This design comes from an exercise in tuning for small area and few clock cycles on the open sky130 flow, not from production work.
Function was checked by simulation only, so behaviour that the tests miss may differ from the original.
Power and IR drop assume default switching activity.

rev 12:
==> flow/design.v (excerpt) <==
module usb_tx_top (
  input  logic                   clock,
  input  logic                   reset,
  input  logic                   req,
  input  usb_tx_pkg::host_byte_t wdata,
  output logic                   ack,
  output logic                   pid_error,
  output usb_tx_pkg::line_t      line,
  output logic                   busy
);
  logic       wr_en;
  logic       full;
  logic       empty;
  logic       wr_slot;
  logic       rd_slot;
  logic       rd_en;
  logic [7:0] tap;
  logic       hdr_done;
  logic       pending;
  host_write_port u_host_write_port (
    .clock     (clock),
    .reset     (reset),
    .req       (req),
    .wdata     (wdata),
    .ack       (ack),
    .pid_error (pid_error),
    .wr_en     (wr_en),
    .wr_slot   (wr_slot),
    .full      (full),
    .hdr_done  (hdr_done),
    .pending   (pending)
  );
  packet_buffer u_packet_buffer (
    .clock   (clock),
  ...
==> module host_write_port, before the edit <==
module host_write_port (
  input  logic                   clock,
  input  logic                   reset,
  input  logic                   req,
  input  usb_tx_pkg::host_byte_t wdata,
  output logic                   ack,
  output logic                   pid_error,
  output logic                   wr_en,
  input  logic                   wr_slot,
  input  logic                   full,
  output logic                   hdr_done,   
  input  logic                   pending
);
  typedef enum logic [1:0] {PH_LEN = 2'd0, PH_PID = 2'd1, PH_DATA = 2'd2} phase_t;
  phase_t     phase;
  logic [5:0] rem;      
  logic       pid_ok;
  logic       good;
  logic       last_in;
  logic       can;
  logic       accept;
  assign good     = (phase == PH_PID) ? (wdata[7:4] == ~wdata[3:0]) : pid_ok;
  assign last_in  = (rem == 6'd1);
  assign hdr_done = !(phase == PH_DATA && pid_ok);
  assign can    = (phase == PH_LEN) || !good ||
                  (wr_slot && !full && (phase == PH_DATA || !pending));
  assign accept = req && !ack && can;
  assign wr_en  = accept && phase != PH_LEN && good;
  always_ff @(posedge clock) begin
    if (reset) begin
      ack       <= 1'b0;
      pid_error <= 1'b0;
      phase     <= PH_LEN;
    end else begin
      ack       <= accept || (ack && req);
      pid_error <= accept && phase != PH_LEN && last_in && !good;
      if (accept) begin
        if (phase == PH_LEN) phase <= (wdata[5:0] != '0) ? PH_PID : PH_LEN;
        else                 phase <= last_in ? PH_LEN : PH_DATA;
      end
    end
  end
  always_ff @(posedge clock) begin
    if (accept) rem <= (phase == PH_LEN) ? wdata[5:0] : rem - 6'd1;
    if (accept && phase == PH_PID) pid_ok <= good;
  end
endmodule
==> module line_serializer, before the edit <==
module line_serializer (
  input  logic              clock,
  input  logic              reset,
  input  logic              hdr_done,  
  output logic              pending,   
  input  logic              rd_slot,
  input  logic              empty,
  input  logic [7:0]        tap,
  output logic              rd_en,
  output usb_tx_pkg::line_t line,
  output logic              busy
);
  typedef enum logic [2:0] {
    S_IDLE = 3'b000,
    S_SYNC = 3'b001,
    S_PID  = 3'b010,
    S_DATA = 3'b011,
    S_CRC  = 3'b100,
    S_TAIL = 3'b110    
  } state_t;
  state_t      state;
  logic [1:0]  cyc;
  logic [2:0]  ones;
  logic [2:0]  bit_idx;
  logic [7:0]  sh;        
  logic [7:0]  nx;
  logic        nxv;
  logic        shv;       
  logic        lvl;
  logic        crc_lo;    
  logic [15:0] crc;
  logic        drained;   
  logic bit_sh;
  logic tick, stuff, tail, stream, in_byte, in_crc, cur, din;
  logic bitstep, bytedone, start, preload, sh_load, se0;
  assign tick     = (cyc == 2'd3);
  assign stuff    = (ones == 3'd6);
  assign busy     = (state != S_IDLE);
  assign tail     = (state == S_TAIL);
  assign stream   = busy && !tail;
  assign in_byte  = (state == S_PID) || (state == S_DATA);
  assign in_crc   = (state == S_CRC);
  assign bit_sh   = sh[bit_idx];
  assign cur      = (state == S_SYNC) ? (bit_idx == 3'd7) : in_crc ? ~crc[0] : bit_sh;
  assign din      = in_crc ? crc[0] : bit_sh;
  assign bitstep  = tick && stream && !stuff;
  assign bytedone = bitstep && (bit_idx == 3'd7);
  assign start    = !busy && hdr_done && (!empty || nxv || shv);
  assign preload  = (!busy || state == S_SYNC) && !shv && nxv;
  assign sh_load  = preload || (bytedone && in_byte && nxv);
  assign rd_en    = !nxv && rd_slot && !empty && !(busy && drained);
  assign pending  = !empty || (busy ? !drained : (nxv || shv));
  assign se0  = tail && (bit_idx[0] ^ bit_idx[1]);
  assign line = {busy, busy && !se0 && lvl, busy && !se0 && !lvl};
  always_ff @(posedge clock) begin
    if (rd_en) nx <= tap;
    if (sh_load) sh <= nx;
    if (state == S_SYNC) crc <= 16'hFFFF;
    else if (bitstep && (state == S_DATA || in_crc))
      crc <= {1'b0, crc[15:1]} ^ ((crc[0] ^ din) ? 16'hA001 : 16'h0000);
    if (start) ones <= '0;
    else if (tick) ones <= (stuff || !cur || tail) ? 3'd0 : ones + 3'd1;
    if (start) lvl <= 1'b1;
    else if (tick && (stuff || (!cur && stream))) lvl <= !lvl;
    else if (tick && tail && bit_idx == 3'd2) lvl <= 1'b1;
  end
  always_ff @(posedge clock) begin
    if (reset) begin
      state   <= S_IDLE;
      nxv     <= 1'b0;
      shv     <= 1'b0;
      cyc     <= '0;
      bit_idx <= '0;
      drained <= 1'b0;
    end else begin
      cyc     <= busy ? cyc + 2'd1 : 2'd0;
      drained <= busy && (drained || empty);
      if (rd_en) nxv <= 1'b1;
      else if (sh_load) nxv <= 1'b0;
      if (bytedone && state == S_SYNC) shv <= 1'b0;
      else if (preload) shv <= 1'b1;
      if (start) bit_idx <= '0;
      else if (tick && !stuff) bit_idx <= bit_idx + 3'd1;
      if (bytedone && state == S_SYNC) crc_lo <= (sh[1:0] == 2'b11);
      else if (bytedone && in_crc) crc_lo <= 1'b0;
      if (start) state <= S_SYNC;
      else if (tick) begin
        case (state)
          S_SYNC:  if (bytedone) state <= S_PID;
          S_PID, S_DATA:
            if (bytedone) state <= nxv ? S_DATA : crc_lo ? S_CRC : S_TAIL;
          S_CRC:   if (bytedone && !crc_lo) state <= S_TAIL;
          S_TAIL:  if (!stuff && bit_idx == 3'd3) state <= S_IDLE;
          default: state <= S_IDLE;
        endcase
      end
    end
  end
endmodule
Settings: LEC_CHECK=0, CAP_MARGIN=20, CORE_MARGIN=2, CORE_UTILIZATION=70, CTS_BUF_LIST=sky130_fd_sc_hd__clkbuf_8, CTS_CLUSTER_DIAMETER=60, CTS_CLUSTER_SIZE=20, SLEW_MARGIN=20; clock period 10.0 ns.
standard.sh (not shown) runs the stock make flow with config.mk's settings and CLKGATE_MAP_FILE= SYNTH_SCRIPT=/design/flow/synth_recipe.tcl, a recipe that flattens the netlist after the stock synthesis.
==> flow/flow/run.sh <==
#!/bin/bash
# The standard layout with two changes: synthesis maps the logic with an
# area-oriented ABC script (flow/synth.tcl, flow/area.abc), and the port
# buffers are the smallest buffer cell. Each step's output goes to its own log.
set -euo pipefail
here=$(pwd)
export BUFFER_PORTS_ARGS="-buffer_cell sky130_fd_sc_hd__buf_1"
export AREA_ABC_SCRIPT=$here/flow/area.abc
export FLOW_SYNTH_TCL=$here/synth_recipe.tcl
sed -E "s#SYNTH_SCRIPT=('[^']*'|[^ ]*)#SYNTH_SCRIPT=$here/flow/synth.tcl#" standard.sh > area_synth.sh
grep -q "SYNTH_SCRIPT=$here/flow/synth.tcl" area_synth.sh
bash area_synth.sh synth > synth_step.log 2>&1
bash standard.sh > layout_steps.log 2>&1
==> flow/flow/area.abc <==
&get -n
&st
&dch -f
&nf -R 1000
&put
strash
&get -n
&st
&dch -f
&nf -R 1000
&put
topo
dnsize -c
==> flow/flow/synth.tcl <==
# The standard flow's synthesis script, with ABC's logic mapping done by the area-oriented
# script flow/area.abc instead of ORFS's speed script. Registers are untouched.
proc abc {args} {
  set new {}
  set skip 0
  foreach a $args {
    if {$skip} { set skip 0; continue }
    if {$a eq "-script"} { set skip 1; lappend new -script $::env(AREA_ABC_SCRIPT); continue }
    lappend new $a
  }
  yosys abc {*}$new
}
source $::env(FLOW_SYNTH_TCL)
Testbench counts of rev 12, summed over its fixed seeds: cycles 131,526.
Relative to rev 12, the following input files were edited for rev 13:
-- flow/design.v --
<<< rev 12, line 37
  input  logic                   pending
);
  typedef enum logic [1:0] {PH_LEN = 2'd0, PH_PID = 2'd1, PH_DATA = 2'd2} phase_t;
  phase_t     phase;
  logic [5:0] rem;      
  logic       pid_ok;
  logic       good;
  logic       last_in;
  logic       can;
  logic       accept;
  assign good     = (phase == PH_PID) ? (wdata[7:4] == ~wdata[3:0]) : pid_ok;
  assign last_in  = (rem == 6'd1);
  assign hdr_done = !(phase == PH_DATA && pid_ok);
  assign can    = (phase == PH_LEN) || !good ||
                  (wr_slot && !full && (phase == PH_DATA || !pending));
  assign accept = req && !ack && can;
  assign wr_en  = accept && phase != PH_LEN && good;
  always_ff @(posedge clock) begin
    if (reset) begin
      ack       <= 1'b0;
      pid_error <= 1'b0;
      phase     <= PH_LEN;
    end else begin
      ack       <= accept || (ack && req);
      pid_error <= accept && phase != PH_LEN && last_in && !good;
      if (accept) begin
        if (phase == PH_LEN) phase <= (wdata[5:0] != '0) ? PH_PID : PH_LEN;
        else                 phase <= last_in ? PH_LEN : PH_DATA;
      end
    end
  end
  always_ff @(posedge clock) begin
    if (accept) rem <= (phase == PH_LEN) ? wdata[5:0] : rem - 6'd1;
    if (accept && phase == PH_PID) pid_ok <= good;
  end
endmodule
>>> rev 13, line 37
  input  logic                   pending
);
  logic [5:0] rem;        
  logic       pid_next;   
  logic       pid_ok;
  logic       len_in;
  logic       pid_in;
  logic       good;
  logic       last_in;
  logic       can;
  logic       accept;
  assign len_in   = (rem == '0);
  assign pid_in   = !len_in && pid_next;
  assign good     = pid_in ? (wdata[7:4] == ~wdata[3:0]) : pid_ok;
  assign last_in  = (rem == 6'd1);
  assign hdr_done = len_in || pid_in || !pid_ok;
  assign can    = len_in || !good || (wr_slot && !full && !(pid_in && pending));
  assign accept = req && !ack && can;
  assign wr_en  = accept && !len_in && good;
  always_ff @(posedge clock) begin
    if (reset) begin
      ack       <= 1'b0;
      pid_error <= 1'b0;
      rem       <= '0;
    end else begin
      ack       <= accept || (ack && req);
      pid_error <= accept && last_in && !good;
      if (accept) rem <= len_in ? wdata[5:0] : rem - 6'd1;
    end
  end
  always_ff @(posedge clock) begin
    if (accept) pid_next <= len_in;
    if (accept && pid_in) pid_ok <= good;
  end
endmodule
<<< rev 12, line 148
  logic [15:0] crc;
  logic        drained;   
  logic bit_sh;
  logic tick, stuff, tail, stream, in_byte, in_crc, cur, din;
  logic bitstep, bytedone, start, preload, sh_load, se0;
>>> rev 13, line 147
  logic [15:0] crc;
  logic        drained;   
  logic bit_sh, fb, hdr;
  logic tick, stuff, tail, stream, in_byte, in_crc, cur, din;
  logic bitstep, bytedone, start, preload, sh_load, se0;
<<< rev 12, line 161
  assign cur      = (state == S_SYNC) ? (bit_idx == 3'd7) : in_crc ? ~crc[0] : bit_sh;
  assign din      = in_crc ? crc[0] : bit_sh;
  assign bitstep  = tick && stream && !stuff;
  assign bytedone = bitstep && (bit_idx == 3'd7);
>>> rev 13, line 160
  assign cur      = (state == S_SYNC) ? (bit_idx == 3'd7) : in_crc ? ~crc[0] : bit_sh;
  assign din      = in_crc ? crc[0] : bit_sh;
  assign fb       = crc[0] ^ din;
  assign hdr      = (state == S_SYNC) || (state == S_PID);
  assign bitstep  = tick && stream && !stuff;
  assign bytedone = bitstep && (bit_idx == 3'd7);
<<< rev 12, line 173
    if (rd_en) nx <= tap;
    if (sh_load) sh <= nx;
    if (state == S_SYNC) crc <= 16'hFFFF;
    else if (bitstep && (state == S_DATA || in_crc))
      crc <= {1'b0, crc[15:1]} ^ ((crc[0] ^ din) ? 16'hA001 : 16'h0000);
    if (start) ones <= '0;
    else if (tick) ones <= (stuff || !cur || tail) ? 3'd0 : ones + 3'd1;
    if (start) lvl <= 1'b1;
    else if (tick && (stuff || (!cur && stream))) lvl <= !lvl;
    else if (tick && tail && bit_idx == 3'd2) lvl <= 1'b1;
  end
  always_ff @(posedge clock) begin
>>> rev 13, line 174
    if (rd_en) nx <= tap;
    if (sh_load) sh <= nx;
    if (bitstep)
      crc <= {hdr || fb, crc[15], crc[14] ^ (fb && !hdr), crc[13:2], crc[1] ^ (fb && !hdr)};
  end
  always_ff @(posedge clock) begin
<<< rev 12, line 188
      shv     <= 1'b0;
      cyc     <= '0;
      bit_idx <= '0;
      drained <= 1'b0;
    end else begin
      cyc     <= busy ? cyc + 2'd1 : 2'd0;
      drained <= busy && (drained || empty);
>>> rev 13, line 183
      shv     <= 1'b0;
      cyc     <= '0;
      drained <= 1'b0;
      ones    <= '0;
      lvl     <= 1'b1;
    end else begin
      if (tick) ones <= (stuff || !cur || tail) ? 3'd0 : ones + 3'd1;
      if (tick && (stuff || (!cur && stream))) lvl <= !lvl;
      else if (tick && tail && bit_idx == 3'd2) lvl <= 1'b1;
      cyc     <= busy ? cyc + 2'd1 : 2'd0;
      drained <= busy && (drained || empty);
<<< rev 12, line 197
      if (bytedone && state == S_SYNC) shv <= 1'b0;
      else if (preload) shv <= 1'b1;
      if (start) bit_idx <= '0;
      else if (tick && !stuff) bit_idx <= bit_idx + 3'd1;
      if (bytedone && state == S_SYNC) crc_lo <= (sh[1:0] == 2'b11);
>>> rev 13, line 196
      if (bytedone && state == S_SYNC) shv <= 1'b0;
      else if (preload) shv <= 1'b1;
      if (!busy) bit_idx <= '0;
      else if (tick && !stuff) bit_idx <= bit_idx + 3'd1;
      if (bytedone && state == S_SYNC) crc_lo <= (sh[1:0] == 2'b11);
### Flow results
Rev 13 completed end to end with timing, DRC and antenna clean.
NOTE: synthesized area per cell in rev 13 exceeds that of rev 12
Compared with rev 12, rev 13 shows a higher worst path setup slack after routing.
Comparing the two runs side by side, rev 13 comes out behind rev 12 on hold slack.
Across both runs, portion of total power attributed to the clock network was lower for rev 13 than for rev 12.
Rev 13: global-route usage is 0.52 points lower than what rev 12 reported.
On clock network area share, rev 12 tracks rev 13 almost exactly.
Area growth from synthesis to layout for rev 13: 0.28 points up relative to rev 12
Compared with rev 12, in rev 13 total power after layout has increased; normalized max-slew margin has decreased; per-cell via count in the routed design has decreased.
Looking at share of cell area taken by flip-flops and latches across rev 12 and rev 13, the one that comes out lower is rev 12.
Testbench counts of rev 13, summed over its fixed seeds: cycles 131,526.

[what the ideal ports hide]
The results above use ideal ports. As a check the final layouts listed here were re-extracted and re-timed, cells and wires unchanged.
Step 1: set_driving_cell puts a clkbuf_16 on clock and a buf_2 on each other input, an assumption about the parent block.
Step 2 also shifts input and output timing later by t, the mid clock arrival at the registers, as if the neighbouring blocks saw the same clock.
Three values: ideal ports, drivers, drivers and shift; two values: the first two.
| run | t (ns) | setup WS [ns] | cell pins on the clock port's net |
|---|---|---|---|
| rev 12 | 0.548 | 5.739 / 5.703 / 5.619 | 1 |
| rev 13 | 0.552 | 5.908 / 5.873 / 5.412 | 1 |
After both steps setup and hold are still met in every run listed. For rev 13, which loses most, drivers alone change the setup slack by -0.035 ns; drivers and shift together by -0.496 ns.
